This design comes from an exercise in tuning for small area, a short achievable clock period and few clock cycles per item on the open sky130 flow, not from production work. Power is estimated from default activity; no workload was simulated.

the reference run:
==> flow/design.v <==
`default_nettype none
package cwu_pkg;
    localparam int SEG_W      = 16;
    localparam int THRESH_W   = 32;
    localparam int TMO_CFG_W  = 24;
    localparam int CFG_DATA_W = 32;
    localparam int CFG_IDX_W  = 2;
    localparam int OUT_WIN_W  = 32;
    localparam int OUT_TMO_W  = 24;
    localparam int SQ_W       = 2 * SEG_W;
    localparam int DIV_STEPS  = SQ_W;
    localparam int CNT_W      = $clog2(DIV_STEPS);
    localparam logic [SEG_W-1:0]     SEG_RESET    = 16'd1000;
    localparam logic [THRESH_W-1:0]  THRESH_RESET = 32'd64000;
    localparam logic [TMO_CFG_W-1:0] CEIL_RESET   = 24'hFF_FFFF;
    localparam int                   INIT_TMO     = 1000;
    localparam logic OP_TIMEOUT = 1'b0;
    localparam logic OP_ACK     = 1'b1;
    typedef enum logic [CFG_IDX_W-1:0] {
        REG_SEGMENT_SIZE = 2'd0,
        REG_SSTHRESH     = 2'd1,
        REG_INIT_TIMEOUT = 2'd2,
        REG_CEILING      = 2'd3
    } cfg_reg_t;
    typedef struct packed {
        logic accept;
        logic square;
        logic div_step;
        logic commit;
    } cwu_cmd_t;
    typedef struct packed {
        logic need_div;
        logic out_free;
    } cwu_status_t;
endpackage
`default_nettype wire
`default_nettype none
module tcp_congestion_window_update #(
    parameter int WINDOW_BITS  = 32,
    parameter int TIMEOUT_BITS = 24
) (
    input  wire logic                             clk,
    input  wire logic                             rst_n,
    input  wire logic                             cfg_write,
    input  wire logic [cwu_pkg::CFG_IDX_W-1:0]    cfg_index,
    input  wire logic [cwu_pkg::CFG_DATA_W-1:0]   cfg_data,
    input  wire logic                             in_valid,
    output logic                                  in_ready,
    input  wire logic                             operation,
    input  wire logic                             new_data_acked,
    output logic                                  out_valid,
    input  wire logic                             out_ready,
    output logic [cwu_pkg::OUT_WIN_W-1:0]         window,
    output logic [cwu_pkg::OUT_TMO_W-1:0]         timeout_value,
    output logic                                  retransmit,
    output logic                                  restart_timer,
    output logic                                  in_avoidance
);
    localparam logic [1:0] ST_IDLE = 2'd0;
    localparam logic [1:0] ST_DIV  = 2'd1;    
    localparam logic [1:0] ST_FIN  = 2'd2;    
    logic [15:0] seg_reg;
    logic [31:0] thr_reg;
    logic [23:0] ceil_reg;
    logic [31:0] sq_reg;
    logic        sq_done;      
    logic        sq_busy;
    logic [4:0]  sq_cnt;       
    logic        sq_bit;       
    logic [31:0] win_reg;
    logic [23:0] tmo_reg;
    logic        ov_reg;
    logic        rex_reg;
    logic        avo_reg;
    logic        f0v, f0op, f0nd;
    logic        f1v, f1op, f1nd;
    logic [1:0]  st;
    logic [32:0] rem_reg;      
    logic [31:0] q_reg;
    logic [4:0]  j_reg;        
    logic        nb_reg;       
    logic [4:0]  mm_reg;       
    logic        qz_reg;       
    logic        stale_reg;    
    logic        avoid;
    logic        free;
    logic        push;
    logic        head_div;
    logic [4:0]  msb_w;
    logic [4:0]  msb_s;
    logic [5:0]  kdiff;
    logic [31:0] rem_init;
    logic [4:0]  psel;
    logic        nb_next;
    logic        sub1;
    logic [32:0] y1;
    logic        qb1;
    logic        sq_clear;
    logic [32:0] bx;
    logic [32:0] add_s;
    logic [31:0] win_sat;
    logic [24:0] tmo_dbl;
    logic [23:0] tmo_new;
    logic        pop;
    logic        commit_nd;    
    logic        commit_fin;   
    logic        start;        
    logic        load_start;
    logic        is_to, is_ss, is_dz;
    assign avoid    = win_reg >= thr_reg;
    assign free     = !ov_reg || out_ready;
    assign push     = in_valid && !f1v;
    assign head_div = f0op && f0nd;
    always_comb begin
        msb_w = '0;
        msb_s = '0;
        for (int i = 0; i < 32; i++) begin
            if (win_reg[i]) msb_w = i[4:0];
            if (sq_reg[i])  msb_s = i[4:0];
        end
    end
    assign kdiff = {1'b0, msb_s} - {1'b0, msb_w};
    assign sq_busy  = !sq_done;
    assign rem_init = sq_busy ? 32'd0 : (sq_reg >> 1) >> mm_reg;
    assign psel     = (st == ST_DIV) ? j_reg - 5'd1 : mm_reg;
    assign nb_next  = sq_reg[psel];
    assign sq_clear = sq_busy && sq_cnt[4];
    assign sub1 = !rem_reg[32] && !sq_busy;
    assign bx   = sq_busy ? (sq_bit ? {17'd0, seg_reg} : 33'd0) : ({1'b0, win_reg} ^ {33{sub1}});
    assign y1   = {rem_reg[31:0], nb_reg} + bx + {32'd0, sub1};
    assign qb1  = !y1[32];
    assign add_s   = {1'b0, win_reg} + {1'b0, q_reg};
    assign win_sat = add_s[32] ? 32'hFFFF_FFFF : add_s[31:0];
    assign tmo_dbl = {tmo_reg, 1'b0};
    assign tmo_new = (tmo_dbl > {1'b0, ceil_reg}) ? ceil_reg : tmo_dbl[23:0];
    assign is_to  = !f0op;
    assign is_ss  = head_div && !avoid;
    assign is_dz  = head_div && avoid && (qz_reg || win_reg == '0);   
    always_comb begin
        commit_nd  = 1'b0;
        commit_fin = 1'b0;
        start      = 1'b0;
        if (st == ST_FIN) begin
            commit_fin = free;
            start      = free && f0v && head_div && !qz_reg && !stale_reg && !sq_busy;
        end else if (st == ST_IDLE && f0v) begin
            if (head_div && avoid && !is_dz)
                start = !stale_reg && !sq_busy;
            else
                commit_nd = free && !(is_dz && (stale_reg || sq_busy));
        end
    end
    assign pop        = commit_nd || start;
    assign load_start = (st == ST_IDLE) || (st == ST_FIN && free);
    always_ff @(posedge clk or negedge rst_n) begin
        if (!rst_n) begin
            seg_reg   <= 16'd1000;
            thr_reg   <= 32'd64000;
            ceil_reg  <= 24'hFF_FFFF;
            sq_done   <= 1'b0;        
            sq_cnt    <= 5'd16;
            win_reg   <= 32'd1000;
            tmo_reg   <= 24'd1000;
            ov_reg    <= 1'b0;
            f0v       <= 1'b0;
            f1v       <= 1'b0;
            st        <= ST_IDLE;
            stale_reg <= 1'b1;
        end else begin
            if (cfg_write) begin
                case (cfg_index)
                    2'd0: begin
                        seg_reg <= cfg_data[15:0];
                        sq_done <= 1'b0;
                        sq_cnt  <= 5'd16;
                    end
                    2'd1: thr_reg  <= cfg_data;
                    2'd3: ceil_reg <= cfg_data[23:0];
                    default: ;
                endcase
            end
            if (sq_busy && !(cfg_write && cfg_index == 2'd0)) begin
                sq_cnt <= sq_cnt - 5'd1;
                if (sq_cnt == 5'd0)
                    sq_done <= 1'b1;
            end
            if (pop) begin
                f0v <= f1v || push;
                f1v <= 1'b0;
            end else if (push) begin
                if (f0v) f1v <= 1'b1;
                else     f0v <= 1'b1;
            end
            if (commit_nd || commit_fin)
                ov_reg <= 1'b1;
            else if (out_ready)
                ov_reg <= 1'b0;
            if (commit_fin) begin
                win_reg <= win_sat;
            end else if (commit_nd) begin
                if (is_to) begin
                    win_reg <= {16'd0, seg_reg};
                    tmo_reg <= tmo_new;
                end else if (is_ss) begin
                    win_reg <= win_sat;
                end else if (is_dz && win_reg == '0) begin
                    win_reg <= 32'hFFFF_FFFF;
                end
            end
            stale_reg <= (commit_nd && is_to) || sq_busy;
            if (start)
                st <= ST_DIV;
            else if (commit_fin)
                st <= ST_IDLE;
            else if (st == ST_DIV && j_reg == 5'd0)
                st <= ST_FIN;
        end
    end
    always_ff @(posedge clk) begin
        sq_bit <= seg_reg[4'(sq_cnt - 5'd1)];
        if (sq_busy && sq_cnt == 5'd0 && !(cfg_write && cfg_index == 2'd0))
            sq_reg <= y1[31:0];
        mm_reg <= kdiff[4:0];
        qz_reg <= kdiff[5] || (sq_reg == '0);
        if (pop) begin
            f0op <= f1v ? f1op : operation;
            f0nd <= f1v ? f1nd : new_data_acked;
        end else if (push && !f0v) begin
            f0op <= operation;
            f0nd <= new_data_acked;
        end
        if (push && f0v && !pop) begin
            f1op <= operation;
            f1nd <= new_data_acked;
        end
        if (commit_nd) begin
            rex_reg <= is_to;
            avo_reg <= avoid;
        end else if (commit_fin) begin
            rex_reg <= 1'b0;
            avo_reg <= 1'b1;
        end
        if (st == ST_DIV || (sq_busy && !sq_clear)) begin
            rem_reg <= y1;
            j_reg   <= j_reg - 5'd1;
        end else begin
            rem_reg <= {1'b0, rem_init};
            j_reg   <= mm_reg;
        end
        nb_reg <= nb_next && !sq_busy;
        if (st == ST_DIV)
            q_reg <= {q_reg[30:0], qb1};
        else if (start)
            q_reg <= '0;
        else if (load_start)
            q_reg <= {16'd0, seg_reg};
    end
    assign in_ready      = !f1v;
    assign out_valid     = ov_reg;
    assign window        = win_reg;
    assign timeout_value = tmo_reg;
    assign retransmit    = rex_reg;
    assign restart_timer = rex_reg;
    assign in_avoidance  = avo_reg;
endmodule
`default_nettype wire
clock: 8.5 ns
lec_check: 0
cap_margin: 20
core_margin: 2
core_utilization: 40
setup_slack_margin: 5.0
slew_margin: 20
standard.sh (not shown) runs the stock make flow with config.mk's settings and CLKGATE_MAP_FILE= SYNTH_SCRIPT=/design/flow/synth_recipe.tcl, a recipe that flattens the netlist after the stock synthesis.
==> flow/flow/run.sh <==
#!/bin/bash
# Standard layout, with plain buffers (not delay cells) on the ports.
set -e
export BUFFER_PORTS_ARGS="-buffer_cell sky130_fd_sc_hd__buf_2"
bash standard.sh > standard.log 2>&1
diff inputs: the reference run => the trial run
--- a/flow/design.v
+++ b/flow/design.v
@@ -63,7 +63,6 @@
     logic [31:0] thr_reg;
     logic [23:0] ceil_reg;
     logic [31:0] sq_reg;
-    logic        sq_done;      
     logic        sq_busy;
     logic [4:0]  sq_cnt;       
     logic        sq_bit;       
@@ -82,6 +81,12 @@
     logic [4:0]  mm_reg;       
     logic        qz_reg;       
     logic        stale_reg;    
+    logic        stale2_reg;   
+    logic [5:0]  ql_reg;       
+    logic        qlv_reg;      
+    logic [4:0]  mme_reg;      
+    logic        qze_reg;      
+    logic [5:0]  qlen;
     logic        avoid;
     logic        free;
     logic        push;
@@ -97,6 +102,7 @@
     logic        qb1;
     logic        sq_clear;
     logic [32:0] bx;
+    logic [31:0] add_b;
     logic [32:0] add_s;
     logic [31:0] win_sat;
     logic [24:0] tmo_dbl;
@@ -120,34 +126,39 @@
         end
     end
     assign kdiff = {1'b0, msb_s} - {1'b0, msb_w};
-    assign sq_busy  = !sq_done;
-    assign rem_init = sq_busy ? 32'd0 : (sq_reg >> 1) >> mm_reg;
-    assign psel     = (st == ST_DIV) ? j_reg - 5'd1 : mm_reg;
+    always_comb begin
+        qlen = '0;
+        for (int i = 0; i < 32; i++)
+            if (q_reg[i]) qlen = 6'(i + 1);
+    end
+    assign rem_init = sq_busy ? 32'd0 : (sq_reg >> 1) >> mme_reg;
+    assign psel     = (st == ST_DIV) ? j_reg - 5'd1 : mme_reg;
     assign nb_next  = sq_reg[psel];
     assign sq_clear = sq_busy && sq_cnt[4];
     assign sub1 = !rem_reg[32] && !sq_busy;
     assign bx   = sq_busy ? (sq_bit ? {17'd0, seg_reg} : 33'd0) : ({1'b0, win_reg} ^ {33{sub1}});
     assign y1   = {rem_reg[31:0], nb_reg} + bx + {32'd0, sub1};
     assign qb1  = !y1[32];
-    assign add_s   = {1'b0, win_reg} + {1'b0, q_reg};
+    assign add_b   = (st == ST_FIN) ? q_reg : {16'd0, seg_reg};
+    assign add_s   = {1'b0, win_reg} + {1'b0, add_b};
     assign win_sat = add_s[32] ? 32'hFFFF_FFFF : add_s[31:0];
     assign tmo_dbl = {tmo_reg, 1'b0};
     assign tmo_new = (tmo_dbl > {1'b0, ceil_reg}) ? ceil_reg : tmo_dbl[23:0];
     assign is_to  = !f0op;
     assign is_ss  = head_div && !avoid;
-    assign is_dz  = head_div && avoid && (qz_reg || win_reg == '0);   
+    assign is_dz  = head_div && avoid && (qze_reg || win_reg == '0);   
     always_comb begin
         commit_nd  = 1'b0;
         commit_fin = 1'b0;
         start      = 1'b0;
         if (st == ST_FIN) begin
             commit_fin = free;
-            start      = free && f0v && head_div && !qz_reg && !stale_reg && !sq_busy;
+            start      = free && f0v && head_div && !qze_reg && !stale_reg && !stale2_reg && !sq_busy;
         end else if (st == ST_IDLE && f0v) begin
             if (head_div && avoid && !is_dz)
-                start = !stale_reg && !sq_busy;
+                start = !stale_reg && !stale2_reg && !sq_busy;
             else
-                commit_nd = free && !(is_dz && (stale_reg || sq_busy));
+                commit_nd = free && !(is_dz && (stale_reg || stale2_reg || sq_busy));
         end
     end
     assign pop        = commit_nd || start;
@@ -157,7 +168,7 @@
             seg_reg   <= 16'd1000;
             thr_reg   <= 32'd64000;
             ceil_reg  <= 24'hFF_FFFF;
-            sq_done   <= 1'b0;        
+            sq_busy   <= 1'b1;        
             sq_cnt    <= 5'd16;
             win_reg   <= 32'd1000;
             tmo_reg   <= 24'd1000;
@@ -166,12 +177,14 @@
             f1v       <= 1'b0;
             st        <= ST_IDLE;
             stale_reg <= 1'b1;
+            stale2_reg <= 1'b1;
+            qlv_reg   <= 1'b0;
         end else begin
             if (cfg_write) begin
                 case (cfg_index)
                     2'd0: begin
                         seg_reg <= cfg_data[15:0];
-                        sq_done <= 1'b0;
+                        sq_busy <= 1'b1;
                         sq_cnt  <= 5'd16;
                     end
                     2'd1: thr_reg  <= cfg_data;
@@ -182,7 +195,7 @@
             if (sq_busy && !(cfg_write && cfg_index == 2'd0)) begin
                 sq_cnt <= sq_cnt - 5'd1;
                 if (sq_cnt == 5'd0)
-                    sq_done <= 1'b1;
+                    sq_busy <= 1'b0;
             end
             if (pop) begin
                 f0v <= f1v || push;
@@ -207,7 +220,12 @@
                     win_reg <= 32'hFFFF_FFFF;
                 end
             end
-            stale_reg <= (commit_nd && is_to) || sq_busy;
+            stale_reg  <= (commit_nd && is_to) || sq_busy;
+            stale2_reg <= stale_reg;
+            if ((commit_nd && is_to) || sq_busy)
+                qlv_reg <= 1'b0;
+            else if (commit_fin)
+                qlv_reg <= 1'b1;
             if (start)
                 st <= ST_DIV;
             else if (commit_fin)
@@ -222,6 +240,15 @@
             sq_reg <= y1[31:0];
         mm_reg <= kdiff[4:0];
         qz_reg <= kdiff[5] || (sq_reg == '0);
+        if (commit_fin)
+            ql_reg <= qlen;
+        if (qlv_reg && {1'b0, mm_reg} >= ql_reg) begin
+            mme_reg <= 5'(ql_reg - 6'd1);
+            qze_reg <= qz_reg || (ql_reg == 6'd0);
+        end else begin
+            mme_reg <= mm_reg;
+            qze_reg <= qz_reg;
+        end
         if (pop) begin
             f0op <= f1v ? f1op : operation;
             f0nd <= f1v ? f1nd : new_data_acked;
@@ -245,15 +272,13 @@
             j_reg   <= j_reg - 5'd1;
         end else begin
             rem_reg <= {1'b0, rem_init};
-            j_reg   <= mm_reg;
+            j_reg   <= mme_reg;
         end
         nb_reg <= nb_next && !sq_busy;
         if (st == ST_DIV)
             q_reg <= {q_reg[30:0], qb1};
-        else if (start)
+        else if (load_start)
             q_reg <= '0;
-        else if (load_start)
-            q_reg <= {16'd0, seg_reg};
     end
     assign in_ready      = !f1v;
     assign out_valid     = ov_reg;
Findings:
Across the reference run and the trial run, none had a timing, DRC or antenna violation. Note that the area of all placed cells without fillers recorded for the trial run amounts to 1.07 times the value seen in the reference run. Summary of the trial run over the reference run: routed wire length per instance moved up; global routing met3 resource utilization went down 0.66 points. Changes observed in the trial run relative to the reference run: detailed-routed wire length on met2 has increased; half-perimeter wire length after placement picked up an extra about 12%; first-pass GRT wire length picked up an extra 13%; simple-gate share of the synthesized area was more or less identical. Looking at number of fill cells in the layout, the trial run sits about 9% above the reference run. Against the reference run as the reference, the trial run delivers a lower tightest hold margin. Power (the reference run / the trial run): 0.943. The sum of negative setup slack was comparable across the reference run and the trial run. Compared with the reference run, the trial run shows a number of instances on the worst hold path that is 1 lower.
No functional check of the RTL was part of any run of this note.

==> what the ideal ports hide <==
No port has a modelled driver above. Below, the same layouts with a new extraction and two added sets of constraints. Step 1 assumes that a clkbuf_16 drives the clock port and a buf_2 every other input. Step 2, shift: input delay + t, output delay - t, t = (earliest + latest rising clock arrival at the registers) / 2. This alone moves slack from input paths to output paths. Slacks: ideal ports / drivers / drivers and shift; pairs: ideal ports / drivers.
run | t (ns) | setup slack, ns | worst setup path after step 2 | worst slew at a driven data input, ns
the reference run | 0.649 | 4.999 / 4.999 / 4.428 | input to register | 0.05
the trial run | 0.590 | 4.762 / 4.762 / 4.671 | input to register | 0.04
After both steps setup and hold are still met in every run listed. The setup slack of the reference run, which loses most, moves by 0.000 ns with the drivers and by -0.571 ns with both steps.
